What follows belongs to an exercise in optimizing a design on an open flow for small area and a short achievable clock period; a production flow would make more cautious choices.
Only simulation tests tie the RTL to the original design; equivalence was not proved.
Power is estimated from default activity; no workload was simulated.

Design two_class_tx_queue, start of the top module:
module two_class_tx_queue (
  input  wire logic        clk,
  input  wire logic        rst_n,
  input  wire logic        in_tvalid,
  output logic             in_tready,
  input  wire logic [23:0] in_tdata,    
  input  wire logic [2:0]  in_tuser,    
  output logic             out_tvalid,
  input  wire logic        out_tready,
  output logic [31:0]      out_tdata,   
  output logic [3:0]       out_tuser    
);
Size: roughly 4100 cells after synthesis, about 1800 flip-flops, about 69 I/O pins, about 66000 µm² of cells after synthesis.
export LEC_CHECK = 0
export ABC_CLOCK_PERIOD_IN_PS = 2000
export CAP_MARGIN = 20
export CORE_MARGIN = 2
export CORE_UTILIZATION = 70
export CTS_CLUSTER_DIAMETER = 80
export CTS_CLUSTER_SIZE = 30
export SETUP_SLACK_MARGIN = 1.8
export SLEW_MARGIN = 20
export TNS_END_PERCENT = 100
create_clock -name core_clock -period 4.0 [get_ports {clk}]
standard.sh (not shown) runs the stock make flow with config.mk's settings and CLKGATE_MAP_FILE= SYNTH_SCRIPT=/design/flow/synth_recipe.tcl, a recipe that flattens the netlist after the stock synthesis.
==> flow/flow/run.sh <==
#!/bin/bash
# The standard layout (standard.sh), with the port buffers made from
# buf_4 cells instead of the cell buffer_ports picks by default.
# make's output goes to standard.log; ORFS keeps each step's log in orfs/logs.
export BUFFER_PORTS_ARGS="-buffer_cell sky130_fd_sc_hd__buf_4"
bash standard.sh > standard.log 2>&1
Next try:
--- a/flow/config.mk
+++ b/flow/config.mk
@@ -14 +14 @@
-export SETUP_SLACK_MARGIN = 1.8
+export SETUP_SLACK_MARGIN = 1.7
Sequential power is about the same.
Fmax hardly moves.
Non-clock buffer count fell by 64.
Next try:
--- a/flow/config.mk
+++ b/flow/config.mk
@@ -11 +11 @@
-export CORE_UTILIZATION = 70
+export CORE_UTILIZATION = 66
What happened:
- The new run completed with no timing, DRC or antenna violations
- count of clock-buffer cells in the layout decreases by 3
- cell area increases by 0.49%
- routed wire length increases by 3.1%
Next try:
--- a/flow/config.mk
+++ b/flow/config.mk
@@ -11,2 +11,2 @@
-export CORE_UTILIZATION = 66
-export CTS_CLUSTER_DIAMETER = 80
+export CORE_UTILIZATION = 73
+export CTS_CLUSTER_DIAMETER = 75
Effect:
- cell count goes down by 2.9%
- power barely changes
- cell area fell by 0.59%
Next try:
==> flow/run.sh (new file) <==
#!/bin/bash
# synth_recipe.tcl (not shown) runs the flow's synth.tcl, then flattens the netlist and writes it again
# the make line also repeats each setting of config.mk as NAME=value (left out here)
make -C /OpenROAD-flow-scripts/flow DESIGN_CONFIG=/design/flow/config.mk WORK_HOME=/design/flow/orfs CLKGATE_MAP_FILE= SYNTH_SCRIPT=/design/flow/synth_recipe.tcl finish
--- a/flow/config.mk
+++ b/flow/config.mk
@@ -11,2 +11,2 @@
-export CORE_UTILIZATION = 73
-export CTS_CLUSTER_DIAMETER = 75
+export CORE_UTILIZATION = 70
+export CTS_CLUSTER_DIAMETER = 70
removed: flow/flow/run.sh
removed: flow/standard.sh
After rerunning: The new run passed the timing, DRC and antenna checks. Non-clock buffer count went up by 42. Wire length went up slightly. Synthesized area is unchanged. Fmax went up slightly. Register-to-register slack hardly moves.

========
Setup of JK:
The RTL this note starts from:
==> flow/design.v <==
`default_nettype none
package tcq_pkg;
  localparam int RING_DEPTH = 64;
  localparam int SLOT_COUNT = 16;
  localparam logic [2:0] ST_ENQUEUED  = 3'd0;
  localparam logic [2:0] ST_COALESCED = 3'd1;
  localparam logic [2:0] ST_DROPPED   = 3'd2;
  localparam logic [2:0] ST_DEQUEUED  = 3'd3;
  localparam logic [2:0] ST_EMPTY     = 3'd4;
  localparam logic [2:0] ST_REJECTED  = 3'd5;
endpackage
`default_nettype wire
`default_nettype none
module tcq_ring_mem (
  input  wire logic        clk,
  input  wire logic [63:0] we,        
  input  wire logic [19:0] wr_data,
  input  wire logic [63:0] rd_sel,    
  output logic      [19:0] rd_lo,     
  output logic      [19:0] rd_hi      
);
  logic [19:0] mem [64];
  for (genvar i = 0; i < 64; i++) begin : g_row
    always_ff @(posedge clk) begin
      if (we[i]) mem[i] <= wr_data;
    end
  end
  always_comb begin
    rd_lo = '0;
    rd_hi = '0;
    for (int i = 0; i < 32; i++) begin
      rd_lo = rd_lo | (mem[i] & {20{rd_sel[i]}});
      rd_hi = rd_hi | (mem[i + 32] & {20{rd_sel[i + 32]}});
    end
  end
endmodule
`default_nettype wire
`default_nettype none
module two_class_tx_queue (
  input  wire logic        clk,
  input  wire logic        rst_n,
  input  wire logic        in_tvalid,
  output logic             in_tready,
  input  wire logic [23:0] in_tdata,    
  input  wire logic [2:0]  in_tuser,    
  output logic             out_tvalid,
  input  wire logic        out_tready,
  output logic [31:0]      out_tdata,   
  output logic [3:0]       out_tuser    
);
  logic s1_valid_r, out_valid_r;
  logic free_r;    
  logic hold, fire;
  assign hold      = out_valid_r & ~out_tready;
  assign fire      = s1_valid_r & ~hold;
  assign in_tready = free_r | out_tready;
  logic s1_valid_nxt, out_valid_nxt;
  assign s1_valid_nxt  = rst_n & (in_tready ? in_tvalid : s1_valid_r);
  assign out_valid_nxt = rst_n & (hold ? out_valid_r : s1_valid_r);
  always_ff @(posedge clk) begin
    s1_valid_r  <= s1_valid_nxt;
    out_valid_r <= out_valid_nxt;
    free_r      <= ~(s1_valid_nxt & out_valid_nxt);
  end
  logic        f_enq_ring, f_enq_slot, f_deq, f_req, f_nop;
  logic [15:0] s1_swe_oh;    
  logic [3:0]  s1_slot;
  logic [15:0] s1_tag;
  logic f_deq_nxt, f_req_nxt;
  assign f_deq_nxt = in_tready ? (in_tuser[1:0] == 2'd1) : f_deq;
  assign f_req_nxt = in_tready ? (in_tuser[1:0] == 2'd2) : f_req;
  always_ff @(posedge clk) begin
    f_deq <= f_deq_nxt;
    f_req <= f_req_nxt;
    if (!rst_n) s1_swe_oh <= '0;
    else if (in_tready) s1_swe_oh <= (in_tvalid & (in_tuser[1:0] == 2'd0) & in_tuser[2]) ? 16'd1 << in_tdata[3:0] : 16'd0;
    if (in_tready) begin
      f_enq_ring <= (in_tuser[1:0] == 2'd0) & ~in_tuser[2];
      f_enq_slot <= (in_tuser[1:0] == 2'd0) & in_tuser[2];
      f_nop      <= (in_tuser[1:0] == 2'd3);
      s1_slot    <= in_tdata[3:0];
      s1_tag     <= in_tdata[19:4];
    end
  end
  logic [63:0] head_oh;
  logic [7:0]  thi_oh, tlo_oh;    
  logic [6:0]  cnt_r;
  logic        empty_r;
  logic [6:0]  depth_r, depth_p1_r, depth_m1_r;    
  logic [15:0] pend_r;
  logic        rdeq_r, rreq_r;
  logic [63:0] we_r;
  logic        pany_r, ipend_r;
  logic full;
  assign full = cnt_r[6];
  logic pend_any;
  assign pend_any = pany_r;
  logic idx_pend;
  assign idx_pend = ipend_r;
  logic [63:0] ring_we;
  assign ring_we = we_r;
  logic [19:0] ring_rd_lo, ring_rd_hi;
  tcq_ring_mem u_ring (
    .clk     (clk),
    .we      (ring_we),
    .wr_data ({s1_slot, s1_tag}),
    .rd_sel  (head_oh),
    .rd_lo   (ring_rd_lo),
    .rd_hi   (ring_rd_hi)
  );
  logic [15:0] slot_tag_r [16];
  for (genvar i = 0; i < 16; i++) begin : g_slot
    always_ff @(posedge clk) begin
      if (s1_swe_oh[i]) slot_tag_r[i] <= s1_tag;
    end
  end
  logic [15:0] low_oh;
  always_comb begin
    for (int j = 0; j < 16; j++) begin
      low_oh[j] = pend_r[j] & ~|(pend_r & ((16'd1 << j) - 16'd1));
    end
  end
  logic [15:0] slot_rd;
  logic [3:0]  pick;
  always_comb begin
    slot_rd = '0;
    pick    = '0;
    for (int j = 0; j < 16; j++) begin
      slot_rd = slot_rd | (slot_tag_r[j] & {16{low_oh[j]}});
      pick    = pick | (4'(j) & {4{low_oh[j]}});
    end
  end
  logic slot_deq, any_deq, ring_enq, ring_inc, inc;
  assign slot_deq = f_deq & empty_r & pend_any;
  assign any_deq  = rdeq_r | slot_deq;
  assign ring_enq = f_enq_ring & ~full;
  assign ring_inc = ring_enq | rreq_r;
  assign inc      = ring_inc | (f_enq_slot & ~idx_pend);
  logic [2:0] status;
  assign status[0] = (f_enq_slot & idx_pend) | any_deq | (f_req & full);
  assign status[1] = (f_enq_ring & full) | any_deq;
  assign status[2] = (f_deq & empty_r & ~pend_any) | (f_req & full) | f_nop;
  logic [6:0] cnt_nxt;
  logic       empty_nxt, full_nxt;    
  always_comb begin
    cnt_nxt   = cnt_r;
    empty_nxt = empty_r;
    full_nxt  = full;
    if (!rst_n) begin
      cnt_nxt   = '0;
      empty_nxt = 1'b1;
      full_nxt  = 1'b0;
    end else if (fire) begin
      if (ring_inc) begin
        cnt_nxt   = cnt_r + 7'd1;
        empty_nxt = 1'b0;
        full_nxt  = (cnt_r == 7'd63);
      end else if (rdeq_r) begin
        cnt_nxt   = cnt_r - 7'd1;
        empty_nxt = (cnt_r == 7'd1);
        full_nxt  = 1'b0;
      end
    end
  end
  logic [63:0] head_nxt;
  logic [7:0]  thi_nxt, tlo_nxt;
  logic [6:0]  depth_nxt, depth_p1_nxt, depth_m1_nxt;
  logic [15:0] pend_nxt;
  logic        pany_nxt, ipend_nxt;
  logic multi;
  always_comb begin
    multi = 1'b0;
    for (int j = 1; j < 16; j++) begin
      multi = multi | (pend_r[j] & |(pend_r & ((16'd1 << j) - 16'd1)));
    end
  end
  logic [15:0] in_idx_oh;
  assign in_idx_oh = 16'd1 << in_tdata[3:0];
  logic p_in, lower_in, eq_in;
  assign p_in     = |(pend_r & in_idx_oh);
  assign lower_in = |(pend_r & (in_idx_oh - 16'd1));
  assign eq_in    = |(s1_swe_oh & in_idx_oh);    
  always_comb begin
    head_nxt     = head_oh;
    thi_nxt      = thi_oh;
    tlo_nxt      = tlo_oh;
    depth_nxt    = depth_r;
    depth_p1_nxt = depth_p1_r;
    depth_m1_nxt = depth_m1_r;
    pend_nxt     = pend_r;
    pany_nxt     = pany_r;
    ipend_nxt    = ipend_r;
    if (!rst_n) begin
      head_nxt     = 64'd1;
      thi_nxt      = 8'd1;
      tlo_nxt      = 8'd1;
      depth_nxt    = '0;
      depth_p1_nxt = 7'd1;
      depth_m1_nxt = 7'h7f;
      pend_nxt     = '0;
      pany_nxt     = 1'b0;
      ipend_nxt    = 1'b0;
    end else begin
      if (fire) begin
        if (rdeq_r) head_nxt = {head_oh[62:0], head_oh[63]};
        else if (rreq_r) head_nxt = {head_oh[0], head_oh[63:1]};
        if (ring_enq) begin
          tlo_nxt = {tlo_oh[6:0], tlo_oh[7]};
          if (tlo_oh[7]) thi_nxt = {thi_oh[6:0], thi_oh[7]};
        end
        if (inc) begin
          depth_nxt    = depth_p1_r;
          depth_p1_nxt = depth_p1_r + 7'd1;
          depth_m1_nxt = depth_r;
        end else if (any_deq) begin
          depth_nxt    = depth_m1_r;
          depth_p1_nxt = depth_r;
          depth_m1_nxt = depth_m1_r - 7'd1;
        end
        pend_nxt = (pend_r | s1_swe_oh) & ~(slot_deq ? low_oh : 16'd0);
        pany_nxt = f_enq_slot | (slot_deq ? multi : pany_r);
      end
      if (in_tready) begin
        ipend_nxt = fire ? ((p_in | (f_enq_slot & eq_in)) & ~(slot_deq & p_in & ~lower_in))
                         : p_in;
      end
    end
  end
  always_ff @(posedge clk) begin
    cnt_r      <= cnt_nxt;
    empty_r    <= empty_nxt;
    head_oh    <= head_nxt;
    thi_oh     <= thi_nxt;
    tlo_oh     <= tlo_nxt;
    depth_r    <= depth_nxt;
    depth_p1_r <= depth_p1_nxt;
    depth_m1_r <= depth_m1_nxt;
    pend_r     <= pend_nxt;
    pany_r     <= pany_nxt;
    ipend_r    <= ipend_nxt;
    rdeq_r     <= f_deq_nxt & ~empty_nxt;
    rreq_r     <= f_req_nxt & ~full_nxt;
    for (int i = 0; i < 64; i++) begin
      we_r[i] <= ~full_nxt & (f_req_nxt ? head_nxt[(i + 1) % 64] : (thi_nxt[i / 8] & tlo_nxt[i % 8]));
    end
  end
  logic [2:0]  res_status;
  logic        res_kn;
  logic [19:0] res_a, res_b;    
  logic res_clr;
  assign res_clr = ~rst_n | (~s1_valid_r & ~hold);
  always_ff @(posedge clk) begin
    if (res_clr) begin
      res_status <= '0;
      res_kn     <= 1'b0;
      res_a      <= '0;
      res_b      <= '0;
    end else if (fire) begin
      res_status <= status;
      res_kn     <= slot_deq;
      res_a      <= rdeq_r ? ring_rd_lo : (slot_deq ? {pick, slot_rd} : 20'd0);
      res_b      <= rdeq_r ? ring_rd_hi : 20'd0;
    end
  end
  logic [19:0] res_ts;
  assign res_ts = res_a | res_b;
  assign out_tvalid = out_valid_r;
  assign out_tdata  = {5'b0, depth_r, res_ts};
  assign out_tuser  = {res_kn, res_status};
endmodule
`default_nettype wire
==> flow/config.mk <==
export PLATFORM = sky130hd
export DESIGN_NAME = two_class_tx_queue
export DESIGN_NICKNAME = two_class_tx_queue
export VERILOG_FILES = /design/flow/design.v
export SDC_FILE = /design/flow/constraint.sdc
export NUM_CORES = 4
export LEC_CHECK = 0
export ABC_CLOCK_PERIOD_IN_PS = 2000
export CAP_MARGIN = 20
export CORE_MARGIN = 2
export CORE_UTILIZATION = 70
export CTS_CLUSTER_DIAMETER = 80
export CTS_CLUSTER_SIZE = 30
export SETUP_SLACK_MARGIN = 1.75
export SLEW_MARGIN = 20
export TNS_END_PERCENT = 100
==> flow/constraint.sdc <==
create_clock -name core_clock -period 4.0 [get_ports {clk}]
set_input_delay 0.8000 -clock core_clock [delete_from_list [all_inputs] [get_ports {clk}]]
set_output_delay 0.8000 -clock core_clock [all_outputs]
set_load 0.01 [all_outputs]
==> flow/flow/run.sh <==
#!/bin/bash
# The standard layout (standard.sh), with the port buffers made from
# buf_8 cells instead of the cell buffer_ports picks by default.
# make's output goes to standard.log; ORFS keeps each step's log in orfs/logs.
export BUFFER_PORTS_ARGS="-buffer_cell sky130_fd_sc_hd__buf_8"
bash standard.sh > standard.log 2>&1
Edits applied to the flow inputs when going from JK to MS:
==> flow/run.sh (new file) <==
#!/bin/bash
# synth_recipe.tcl (not shown) runs the flow's synth.tcl, then flattens the netlist and writes it again
# the make line also repeats each setting of config.mk as NAME=value (left out here)
make -C /OpenROAD-flow-scripts/flow DESIGN_CONFIG=/design/flow/config.mk WORK_HOME=/design/flow/orfs CLKGATE_MAP_FILE= SYNTH_SCRIPT=/design/flow/synth_recipe.tcl finish
diff --git a/flow/config.mk b/flow/config.mk
--- a/flow/config.mk
+++ b/flow/config.mk
@@ -13,3 +13,3 @@
 export CTS_CLUSTER_SIZE = 30
-export SETUP_SLACK_MARGIN = 1.75
+export SETUP_SLACK_MARGIN = 1.7
 export SLEW_MARGIN = 20
removed: flow/flow/run.sh
removed: flow/standard.sh
--- outcome ---
Flip-flop and latch count came out exactly the same in JK and MS.
MS vs. JK: power consumption now sits lower; count of final max-slew check failures now sits at about the same level.
For the routed wire length, MS came in 2600 µm lower than JK did.
JK → MS: count of non-CTS buffers in the layout went down, number of buffers on the longest clock path did not really move, worst setup slack went down, multi-input logic cell count did not really move.
Taking JK as the reference point, the core utilization of MS falls by 0.34 points.
Detailed-route DRC error count: JK vs MS identical
Run comparison: MS beginning of the critical path free_r; JK beginning of the critical path pend_r[0]
For MS, the slowest library cell on the worst path was sky130_fd_sc_hd__dfxtp_2, unlike JK, where it was sky130_fd_sc_hd__or4_4.

========
## wip/sierra
Another version of the RTL of two_class_tx_queue (not shown whole).
For scale: ~3700 cells after synthesis, roughly 1700 flip-flops, roughly 64000 µm² of cells after synthesis.
==> flow/config.mk <==
export PLATFORM = sky130hd
export DESIGN_NAME = two_class_tx_queue
export DESIGN_NICKNAME = two_class_tx_queue
export VERILOG_FILES = /design/flow/design.v
export SDC_FILE = /design/flow/constraint.sdc
export NUM_CORES = 4
export LEC_CHECK = 0
export ABC_CLOCK_PERIOD_IN_PS = 2000
export CAP_MARGIN = 20
export CORE_MARGIN = 2
export CORE_UTILIZATION = 60
export CTS_CLUSTER_DIAMETER = 60
export CTS_CLUSTER_SIZE = 30
export SETUP_SLACK_MARGIN = 1.6
export SLEW_MARGIN = 20
export TNS_END_PERCENT = 30
==> flow/constraint.sdc <==
create_clock -name core_clock -period 4.0 [get_ports {clk}]
set_input_delay 0.8000 -clock core_clock [delete_from_list [all_inputs] [get_ports {clk}]]
set_output_delay 0.8000 -clock core_clock [all_outputs]
set_load 0.01 [all_outputs]
run.sh (not shown) runs the stock make flow with config.mk's settings and CLKGATE_MAP_FILE= SYNTH_SCRIPT=/design/flow/synth_recipe.tcl, a recipe that flattens the netlist after the stock synthesis.
Stock flow here: none of the scripts above is used.
Looking at the reports, wip/sierra completed the entire flow and the layout it produced met the timing, DRC and antenna checks.
Here is what was changed in the inputs of wip/raven compared with wip/sierra.
==> flow/flow/run.sh (new file) <==
#!/bin/bash
# Standard layout, with the port buffers made from buf_4 cells instead of
# the cell buffer_ports picks by default.
cp standard.sh standard_sh.txt
cp config.mk config_mk.txt
export BUFFER_PORTS_ARGS="-buffer_cell sky130_fd_sc_hd__buf_4"
bash standard.sh > standard.log 2>&1
==> flow/standard.sh (new file) <==
#!/bin/bash
# synth_recipe.tcl (not shown) runs the flow's synth.tcl, then flattens the netlist and writes it again
# the make line also repeats each setting of config.mk as NAME=value (left out here)
make -C /OpenROAD-flow-scripts/flow DESIGN_CONFIG=/design/flow/config.mk WORK_HOME=/design/flow/orfs CLKGATE_MAP_FILE= SYNTH_SCRIPT=/design/flow/synth_recipe.tcl "${@:-finish}"
removed: flow/run.sh
Notes after the runs:
wip/raven: PASS, flow complete, no timing, DRC or antenna violations. Taking wip/sierra as the reference, in wip/raven multi-input gate area in the final layout now sits higher; buffer count from post-CTS setup fixing has decreased; setup slack moved up; detailed-route wire length on metal 1 flat; share of the clock period used by the worst path after layout now sits lower. Going from wip/sierra to wip/raven, placed instance count ~0 delta; area added between synthesis and finish +0.72 points; post-detailed-routing wire length +1.2%; clock skew -16 ps; top fanout value on the critical path +9.

port drivers added, routing unchanged:
No port has a modelled driver above. Below, the same layouts with a new extraction and two added sets of constraints. Step 1, drivers: a clkbuf_16 drives clk and a buf_2 each remaining input, both assumed. Step 2 times the ports against the registers' clock, not the clock port: input delays grow and output delays shrink by t, the midpoint of the rising clock arrivals with the driver on. a / b / c = ideal ports / drivers / drivers and shift; a / b = the first two.
run	t (ns)	slack for setup (ns)	worst setup path at the end	pins driven straight from the clock port
the first run of note 1	0.756	1.670 / 1.613 / 1.192	input to register	1
the second run of note 1	0.770	1.673 / 1.597 / 1.067	input to register	1
the third run of note 1	0.762	1.604 / 1.535 / 0.988	input to register	1
the fourth run of note 1	0.752	1.618 / 1.550 / 1.090	input to register	1
the fifth run of note 1	0.767	1.640 / 1.640 / 1.088	input to register	1
JK	0.770	1.632 / 1.632 / 1.029	input to register	1
MS	0.758	1.582 / 1.514 / 1.065	input to register	1
wip/sierra	0.827	1.186 / 1.186 / 0.786	input to register	1
wip/raven	0.843	1.411 / 1.411 / 1.013	input to register	1
After both steps every run listed still meets setup and hold. For the third run of note 1, which loses most, drivers alone change the setup slack by -0.069 ns; drivers and shift together by -0.616 ns.
